What follows belongs to an exercise in optimizing a design on an open flow for small area and a short achievable clock period; a production flow would make more cautious choices.
The RTL was checked by simulation tests, not by an equivalence proof against the original design.
The clock port is modelled as an ideal driver; clocking choices that lean on that would not hold on a real chip.
Power is estimated from default activity; no workload was simulated.

== P ==
// pkt_fifo_sync
module pkt_fifo_sync #(
  parameter int DATA_W    = 32,
  parameter int DEPTH     = 64,
  parameter int AF_THRESH = DEPTH - 4
) (
  input  logic                       clk,
  input  logic                       rst_n,
  input  logic                       s_tvalid,
  output logic                       s_tready,
  input  logic [DATA_W-1:0]          s_tdata,
  input  logic                       s_tlast,
  input  logic                       s_tuser,
  output logic                       m_tvalid,
  input  logic                       m_tready,
  output logic [DATA_W-1:0]          m_tdata,
  output logic                       m_tlast,
  output logic [$clog2(DEPTH+1)-1:0] level,
  output logic [$clog2(DEPTH+1)-1:0] pkt_count,
  output logic                       almost_full,
  output logic                       drop_pulse
);
clock: 5.5 ns
lec_check: 0
cap_margin: 20
core_margin: 2
core_utilization: 60
cts_cluster_diameter: 70
cts_cluster_size: 25
setup_slack_margin: 3.1
slew_margin: 20
synth_hierarchical: 1
synth_minimum_keep_size: 0
run.sh (not shown) runs the stock make flow with config.mk's settings and CLKGATE_MAP_FILE= SYNTH_SCRIPT=/design/flow/synth_recipe.tcl, a recipe that flattens the netlist after the stock synthesis.
Relative to P, the following input files were edited for Q:
--- a/flow/config.mk
+++ b/flow/config.mk
@@ -12,3 +12,3 @@
 export CTS_CLUSTER_SIZE = 25
-export SETUP_SLACK_MARGIN = 3.1
+export SETUP_SLACK_MARGIN = 2.9
 export SLEW_MARGIN = 20
--- outcome ---
Q was carried through to the last stage, and its layout satisfied the timing, design-rule and antenna checks.
Between P and Q, the flow reports number of vias in the routed layout increasing slightly.
Switching share of total power: Q vs P up 0.46 points
On worst hold slack, the higher figure sits with Q, not P.
For R, these inputs were changed with respect to Q:
==> flow/flow/run.sh (new file) <==
#!/bin/bash
# Standard ORFS layout, with timing repair after CTS and after global routing
# run repeatedly (see repair.tcl).  Full tool output goes to flow_standard.log.
set -euo pipefail
W=$(pwd)
bash standard.sh PRE_CTS_TCL=$W/flow/repair.tcl PRE_GLOBAL_ROUTE_TCL=$W/flow/repair.tcl finish > $W/flow_standard.log 2>&1
==> flow/flow/repair.tcl (new file) <==
# Sourced before the CTS and global-route steps: the steps' timing repair
# (repair_timing_helper) is run several times instead of once, since one
# repair_timing call often stops well short of its setup margin.
proc repair_timing_helper { args } {
  set additional_args {}
  append_env_var additional_args SETUP_SLACK_MARGIN -setup_margin 1
  append_env_var additional_args HOLD_SLACK_MARGIN -hold_margin 1
  append_env_var additional_args SETUP_MOVE_SEQUENCE -sequence 1
  append_env_var additional_args TNS_END_PERCENT -repair_tns 1
  append_env_var additional_args SKIP_PIN_SWAP -skip_pin_swap 0
  append_env_var additional_args SKIP_GATE_CLONING -skip_gate_cloning 0
  append_env_var additional_args SKIP_BUFFER_REMOVAL -skip_buffer_removal 0
  append_env_var additional_args SKIP_LAST_GASP -skip_last_gasp 0
  append_env_var additional_args SKIP_VT_SWAP -skip_vt_swap 0
  append_env_var additional_args SKIP_CRIT_VT_SWAP -skip_crit_vt_swap 0
  append_env_var additional_args MATCH_CELL_FOOTPRINT -match_cell_footprint 0
  lappend additional_args {*}$args -verbose
  for {set i 0} {$i < 3} {incr i} {
    log_cmd repair_timing {*}$additional_args
  }
}
==> flow/standard.sh (new file) <==
#!/bin/bash
# synth_recipe.tcl (not shown) runs the flow's synth.tcl, then flattens the netlist and writes it again
# the make line also repeats each setting of config.mk as NAME=value (left out here)
make -C /OpenROAD-flow-scripts/flow DESIGN_CONFIG=/design/flow/config.mk WORK_HOME=/design/flow/orfs CLKGATE_MAP_FILE= SYNTH_SCRIPT=/design/flow/synth_recipe.tcl "${@:-finish}"
--- a/flow/config.mk
+++ b/flow/config.mk
@@ -12,5 +12,3 @@
 export CTS_CLUSTER_SIZE = 25
-export SETUP_SLACK_MARGIN = 2.9
+export SETUP_SLACK_MARGIN = 3.0
 export SLEW_MARGIN = 20
-export SYNTH_HIERARCHICAL = 1
-export SYNTH_MINIMUM_KEEP_SIZE = 0
removed: flow/run.sh
==> comparison <==
Per the comparison of R with Q, hold slack increased 0.13 ns, number of global-route vias before repair increased about 12%, flip-flop and latch count after synthesis essentially unchanged. R vs Q — synthesized cell count climbed by more than 10%. R: final instance count without filler cells is about 7% higher than what Q reported. As far as starting utilization of the core area is concerned, R and Q perform about the same. Worst-case clock skew (higher): Q.
## Diff of input files: S against R
==> flow/run.sh (new file) <==
#!/bin/bash
# synth_recipe.tcl (not shown) runs the flow's synth.tcl, then flattens the netlist and writes it again
# the make line also repeats each setting of config.mk as NAME=value (left out here)
make -C /OpenROAD-flow-scripts/flow DESIGN_CONFIG=/design/flow/config.mk WORK_HOME=/design/flow/orfs CLKGATE_MAP_FILE= SYNTH_SCRIPT=/design/flow/synth_recipe.tcl finish
removed: flow/flow/run.sh
removed: flow/flow/repair.tcl
removed: flow/standard.sh
## What came out
Proportion of layout cells with a drive suffix above 1: higher on R. Compared with R, fmax in S increased by a few percent. The first-pass GRT wire length was comparable across R and S. For core utilization, R and S come out practically identical. Register fraction of the total cell area across R and S: no real change.

========
Another version of the RTL of pkt_fifo_sync (not shown whole).
For scale: ~3,700 cells after synthesis, roughly 89 I/O pins, ~77,000 um^2 of cells after synthesis.
## pkt_fifo_sync
module pkt_fifo_sync #(
  parameter int DATA_W    = 32,
  parameter int DEPTH     = 64,
  parameter int AF_THRESH = DEPTH - 4
) (
  input  logic                       clk,
  input  logic                       rst_n,
  input  logic                       s_tvalid,
  output logic                       s_tready,
  input  logic [DATA_W-1:0]          s_tdata,
  input  logic                       s_tlast,
  input  logic                       s_tuser,
  output logic                       m_tvalid,
  input  logic                       m_tready,
  output logic [DATA_W-1:0]          m_tdata,
  output logic                       m_tlast,
  output logic [$clog2(DEPTH+1)-1:0] level,
  output logic [$clog2(DEPTH+1)-1:0] pkt_count,
  output logic                       almost_full,
  output logic                       drop_pulse
);
export LEC_CHECK = 0
export CAP_MARGIN = 20
export CORE_MARGIN = 2
export CORE_UTILIZATION = 60
export CTS_CLUSTER_DIAMETER = 70
export CTS_CLUSTER_SIZE = 25
export SETUP_SLACK_MARGIN = 3.3
export SLEW_MARGIN = 20
export SYNTH_HIERARCHICAL = 1
export SYNTH_MINIMUM_KEEP_SIZE = 0
create_clock -name core_clock -period 5.5 [get_ports {clk}]
Stock flow here: none of the scripts above is used.
Next try:
- SETUP_SLACK_MARGIN: 3.3 -> 3.0
The new run produced a clean layout.
Global-route usage decreases by 0.15 points.
Final cell count decreases by 1.7%.
Synthesized area stays the same.
Sequential share of layout area increases by 1.9 points.
Final area decreases by 2.7%.
Die area does not change.
Clock power is about the same.
Setup slack is worse by 0.0043 ns.
Clock-buffer cell count decreases by 2.

========
== run 1 ==
The RTL this note starts from:
==> flow/design.v <==
module pkt_fifo_sync #(
  parameter int DATA_W    = 32,
  parameter int DEPTH     = 64,
  parameter int AF_THRESH = DEPTH - 4
) (
  input  logic                       clk,
  input  logic                       rst_n,
  input  logic                       s_tvalid,
  output logic                       s_tready,
  input  logic [DATA_W-1:0]          s_tdata,
  input  logic                       s_tlast,
  input  logic                       s_tuser,
  output logic                       m_tvalid,
  input  logic                       m_tready,
  output logic [DATA_W-1:0]          m_tdata,
  output logic                       m_tlast,
  output logic [$clog2(DEPTH+1)-1:0] level,
  output logic [$clog2(DEPTH+1)-1:0] pkt_count,
  output logic                       almost_full,
  output logic                       drop_pulse
);
  localparam int CNT_W = $clog2(DEPTH + 1);
  localparam int RD    = DEPTH - 1;             
  localparam int RP_W  = $clog2(RD);
  localparam int W     = DATA_W + 1;
  function automatic logic [RP_W-1:0] rinc(input logic [RP_W-1:0] p);
    rinc = (p == RP_W'(RD - 1)) ? '0 : p + RP_W'(1);
  endfunction
  logic               drop_m;           
  logic [CNT_W-1:0]   lvl, cm, pkt;
  logic [RP_W-1:0]    rwp, rcp, rrp;    
  logic               mv_r, sr_r, af_r, dp_r;
  logic [CNT_W-1:0]   lvl_ni, pkt_ni;       
  logic               mv_ni, sr_ni;
  logic [CNT_W-1:0]   lv, pk;               
  logic               mv, sr, tl;           
  logic [W-1:0]       ring [RD];
  logic [W-1:0]       head;             
  logic [W-1:0]       head_ni, hd;      
  logic               pop, wr, disc, commit, app, full_unc, drop_n;
  logic               lvl0, lvl1, cm1, notfull;
  logic [CNT_W-1:0]   lvl_p1, lvl_m1, cm_m1, pkt_p1, pkt_m1;
  logic [RP_W-1:0]    rwp_i, rcp_i, rrp_i;
  logic [CNT_W-1:0]   lvl_n, cm_n, pkt_n;
  logic [RP_W-1:0]    rwp_a, rwp_n, rcp_n;
  logic               mv_n, sr_n, af_n;
  logic [W-1:0]       din, rdata, head_n;
  logic [RD-1:0]      rsel, wsel, rsel_n;
  logic [7:0]         whi, wlo, whi_n, wlo_n;    
  logic [RP_W-1:0]    rrp_n;
  logic               adv_rd;
  assign s_tready    = sr_r;
  assign m_tvalid    = mv_r;
  assign m_tdata     = head[DATA_W-1:0];
  assign m_tlast     = head[DATA_W];
  assign hd          = ~head_ni;
  assign level       = lvl;
  assign pkt_count   = pkt;
  assign almost_full = af_r;
  assign drop_pulse  = dp_r;
  assign din      = {s_tlast, s_tdata};
  assign lv       = ~lvl_ni;
  assign pk       = ~pkt_ni;
  assign mv       = ~mv_ni;
  assign sr       = ~sr_ni;
  assign tl       = hd[DATA_W];
  assign notfull  = ~lv[CNT_W-1];
  assign lvl0     = (lv == '0);
  assign lvl1     = (lv == CNT_W'(1));
  assign cm1      = (cm == CNT_W'(1));
  assign full_unc = ~drop_m & lv[CNT_W-1] & ~mv;
  assign lvl_p1   = lv + CNT_W'(1);
  assign lvl_m1   = lv - CNT_W'(1);
  assign cm_m1    = cm - CNT_W'(1);
  assign pkt_p1   = pk + CNT_W'(1);
  assign pkt_m1   = pk - CNT_W'(1);
  assign rwp_i    = rinc(rwp);
  assign rcp_i    = rinc(rcp);
  assign rrp_i    = rinc(rrp);
  assign pop      = mv & m_tready;
  assign wr       = ~drop_m & s_tvalid & sr;
  assign disc     = full_unc | (wr & s_tlast & s_tuser);
  assign commit   = wr & s_tlast & ~s_tuser;
  assign app      = wr & ~(s_tlast & s_tuser);
  assign drop_n   = drop_m ? ~(s_tvalid & s_tlast) : full_unc;
  always_comb begin
    if (disc)           lvl_n = pop ? cm_m1 : cm;
    else if (app)       lvl_n = pop ? lv : lvl_p1;
    else                lvl_n = pop ? lvl_m1 : lv;
    if (commit)         cm_n = pop ? lv : lvl_p1;
    else                cm_n = pop ? cm_m1 : cm;
    if (commit)         pkt_n = (pop & tl) ? pk : pkt_p1;
    else                pkt_n = (pop & tl) ? pkt_m1 : pk;
    rwp_a = (app & ~lvl0 & ~(pop & lvl1)) ? rwp_i : rwp;
    rcp_n = commit ? rwp_a : ((pop & cm1 & ~lvl1) ? rcp_i : rcp);
    rwp_n = disc ? rcp_n : rwp_a;
    mv_n  = (cm_n != '0);
    sr_n  = drop_n | ~lvl_n[CNT_W-1];
    af_n  = (lvl_n >= CNT_W'(AF_THRESH));
  end
  assign adv_rd = pop & ~lvl1;
  assign rrp_n  = adv_rd ? rrp_i : rrp;
  always_comb begin
    for (int i = 0; i < RD; i++) begin
      rsel_n[i] = (rrp_n == RP_W'(i));
      wsel[i]   = whi[i / 8] & wlo[i % 8];
    end
    for (int j = 0; j < 8; j++) begin
      whi_n[j] = (rwp_n[5:3] == 3'(j));
      wlo_n[j] = (rwp_n[2:0] == 3'(j)) & ~lvl_n[CNT_W-1];
    end
  end
  for (genvar b = 0; b < W; b++) begin : g_rd
    logic [RD/3-1:0] aoi;
    for (genvar g = 0; g < RD / 3; g++) begin : g_aoi
      pkt_fifo_aoi222 u_aoi (
        .a1(rsel[3*g]),   .a2(ring[3*g][b]),
        .b1(rsel[3*g+1]), .b2(ring[3*g+1][b]),
        .c1(rsel[3*g+2]), .c2(ring[3*g+2][b]),
        .y(aoi[g]));
    end
    assign rdata[b] = ~&aoi;
  end
  always_comb begin
    if (pop) head_n = lvl1 ? din : rdata;
    else     head_n = lvl0 ? din : hd;
  end
  always_ff @(posedge clk or negedge rst_n) begin
    if (!rst_n) begin
      drop_m <= 1'b0;
      lvl    <= '0;
      cm     <= '0;
      pkt    <= '0;
      rwp    <= '0;
      rcp    <= '0;
      rrp    <= '0;
      mv_r   <= 1'b0;
      sr_r   <= 1'b1;
      lvl_ni <= '1;
      pkt_ni <= '1;
      mv_ni  <= 1'b1;
      sr_ni  <= 1'b0;
      af_r   <= 1'b0;
      dp_r   <= 1'b0;
    end else begin
      drop_m <= drop_n;
      lvl    <= lvl_n;
      cm     <= cm_n;
      pkt    <= pkt_n;
      rwp    <= rwp_n;
      rcp    <= rcp_n;
      rrp    <= rrp_n;
      mv_r   <= mv_n;
      sr_r   <= sr_n;
      lvl_ni <= ~lvl_n;
      pkt_ni <= ~pkt_n;
      mv_ni  <= ~mv_n;
      sr_ni  <= ~sr_n;
      af_r   <= af_n;
      dp_r   <= disc;
    end
  end
  always_ff @(posedge clk) begin
    whi     <= whi_n;
    wlo     <= wlo_n;
    head    <= head_n;
    head_ni <= ~head_n;
  end
  always_ff @(posedge clk) begin
    rsel <= rsel_n;
    for (int i = 0; i < RD; i++)
      if (wsel[i]) ring[i] <= din;
  end
endmodule
module pkt_fifo_aoi222 (
  input  logic a1, a2, b1, b2, c1, c2,
  output logic y
);
  assign y = ~((a1 & a2) | (b1 & b2) | (c1 & c2));
endmodule
==> flow/config.mk <==
export PLATFORM = sky130hd
export DESIGN_NAME = pkt_fifo_sync
export DESIGN_NICKNAME = pkt_fifo_sync
export VERILOG_FILES = /design/flow/design.v
export SDC_FILE = /design/flow/constraint.sdc
export NUM_CORES = 4
export LEC_CHECK = 0
export CAP_MARGIN = 20
export CORE_MARGIN = 2
export CORE_UTILIZATION = 60
export CTS_CLUSTER_DIAMETER = 80
export CTS_CLUSTER_SIZE = 30
export SETUP_SLACK_MARGIN = 3.2
export SLEW_MARGIN = 20
==> flow/constraint.sdc <==
create_clock -name core_clock -period 5.5 [get_ports {clk}]
set_input_delay 1.1000 -clock core_clock [delete_from_list [all_inputs] [get_ports {clk}]]
set_output_delay 1.1000 -clock core_clock [all_outputs]
set_load 0.01 [all_outputs]
Run 1 reached the final stage; the timing, design-rule and antenna checks on its layout passed.
Changes in run 2 relative to run 1:
- a change of SETUP_SLACK_MARGIN from 3.2 to 3.0
Run 2 has sequential share of layout area above what run 1 had. Relative to run 1, combinational fraction of design power has decreased by 4.0 points in run 2. In the tables for run 2 and run 1, total power reads lower with run 2. Compared with run 1, run 2 shows a lower total routing resource utilization after global routing. Comparing run 1 against run 2, there is no change at all in part of the Yosys area used for sequential elements. Reported for run 2 and run 1, synthesized flop and latch total turned out identical to the last digit. Compared with run 1, run 2 shows a lower area share of buffers outside the clock network. Taking run 1 as the reference point, the clock network fraction of design power of run 2 rises by 1.7 points. Compared with run 1, run 2 shows a higher detailed-route vias per instance. In the final reports, the cell area of run 2 is smaller than that of run 1.
Relative to run 2, the following input files were edited for run 3:
- changing CORE_UTILIZATION from 60 to 70
==> run summary <==
Run 3 reached the end of the flow, and the finished layout is clean on the timing, design-rule and antenna checks.
Detailed route wirelength on metal2 for run 3: 9.8% down relative to run 2
Run 3 reports its endpoint of the most critical setup path as ring[36][23]$_DFFE_PP_ while run 2 reports s_tready.
Between run 3 and run 2, combinational cell fraction of total power is lower for run 2, run 3 comes in above that.
Cmp run 3 vs run 2: total power lower in run 3
Sort run 3 and run 2 by area of the core, descending, and run 2 comes first.
Setup changes, run 3 to run 4
- changing CORE_UTILIZATION from 70 to 60
==> flow/flow/run.sh (new file) <==
#!/bin/bash
# Standard ORFS layout, with timing repair after CTS and after global routing
# run repeatedly (see repair.tcl).  Full tool output goes to flow_standard.log.
set -euo pipefail
W=$(pwd)
bash standard.sh PRE_CTS_TCL=$W/flow/repair.tcl PRE_GLOBAL_ROUTE_TCL=$W/flow/repair.tcl finish > $W/flow_standard.log 2>&1
==> flow/flow/repair.tcl (new file) <==
# Sourced before the CTS and global-route steps: the steps' timing repair
# (repair_timing_helper) is run several times instead of once, since one
# repair_timing call often stops well short of its setup margin.
proc repair_timing_helper { args } {
  set additional_args {}
  append_env_var additional_args SETUP_SLACK_MARGIN -setup_margin 1
  append_env_var additional_args HOLD_SLACK_MARGIN -hold_margin 1
  append_env_var additional_args SETUP_MOVE_SEQUENCE -sequence 1
  append_env_var additional_args TNS_END_PERCENT -repair_tns 1
  append_env_var additional_args SKIP_PIN_SWAP -skip_pin_swap 0
  append_env_var additional_args SKIP_GATE_CLONING -skip_gate_cloning 0
  append_env_var additional_args SKIP_BUFFER_REMOVAL -skip_buffer_removal 0
  append_env_var additional_args SKIP_LAST_GASP -skip_last_gasp 0
  append_env_var additional_args SKIP_VT_SWAP -skip_vt_swap 0
  append_env_var additional_args SKIP_CRIT_VT_SWAP -skip_crit_vt_swap 0
  append_env_var additional_args MATCH_CELL_FOOTPRINT -match_cell_footprint 0
  lappend additional_args {*}$args -verbose
  for {set i 0} {$i < 3} {incr i} {
    log_cmd repair_timing {*}$additional_args
  }
}
==> flow/standard.sh (new file) <==
#!/bin/bash
# synth_recipe.tcl (not shown) runs the flow's synth.tcl, then flattens the netlist and writes it again
# the make line also repeats each setting of config.mk as NAME=value (left out here)
make -C /OpenROAD-flow-scripts/flow DESIGN_CONFIG=/design/flow/config.mk WORK_HOME=/design/flow/orfs CLKGATE_MAP_FILE= SYNTH_SCRIPT=/design/flow/synth_recipe.tcl "${@:-finish}"
removed: flow/run.sh
Results
Compared with run 3, run 4 shows number of cells on the critical path higher by 5. Post-CTS repair timing setup buffer count (run 4 vs. run 3) increases by a few percent. Summary of the comparison: relative area change from synthesis to final layout is higher in run 4, relative to run 3.

==> afterwards: timing with drivers on the ports <==
The results above use ideal ports. As a check the final layouts listed here were re-extracted and re-timed, cells and wires unchanged.
Step 1: set_driving_cell puts a clkbuf_16 on clk and a buf_2 on each other input, an assumption about the parent block.
Step 2, shift: input delay + t, output delay - t, t = (earliest + latest rising clock arrival at the registers) / 2. This alone moves slack from input paths to output paths.
Slacks: ideal ports / drivers / drivers and shift; pairs: ideal ports / drivers.
run	t, ns	slack for setup (ns)	worst hold slack (ns)
P	0.855	2.611 / 2.611 / 2.188	0.238 / 0.183 / 0.563
Q	0.843	2.679 / 2.679 / 2.210	0.276 / 0.245 / 0.555
R	0.884	2.717 / 2.717 / 2.190	0.410 / 0.351 / 0.501
S	0.885	2.844 / 2.763 / 2.188	0.412 / 0.353 / 0.503
the first run of note 2	0.855	2.775 / 2.775 / 2.078	0.338 / 0.279 / 0.660
the second run of note 2	0.849	2.771 / 2.771 / 2.107	0.348 / 0.289 / 0.556
run 1	0.845	3.001 / 2.914 / 2.169	0.473 / 0.446 / 0.520
run 2	0.850	2.982 / 2.900 / 2.289	0.487 / 0.428 / 0.517
run 3	0.822	2.805 / 2.805 / 2.319	0.507 / 0.444 / 0.521
run 4	0.851	2.978 / 2.899 / 2.295	0.480 / 0.420 / 0.517
After both steps every run listed still meets setup and hold. The setup slack of run 1, which loses most, moves by -0.087 ns with the drivers and by -0.832 ns with both steps.
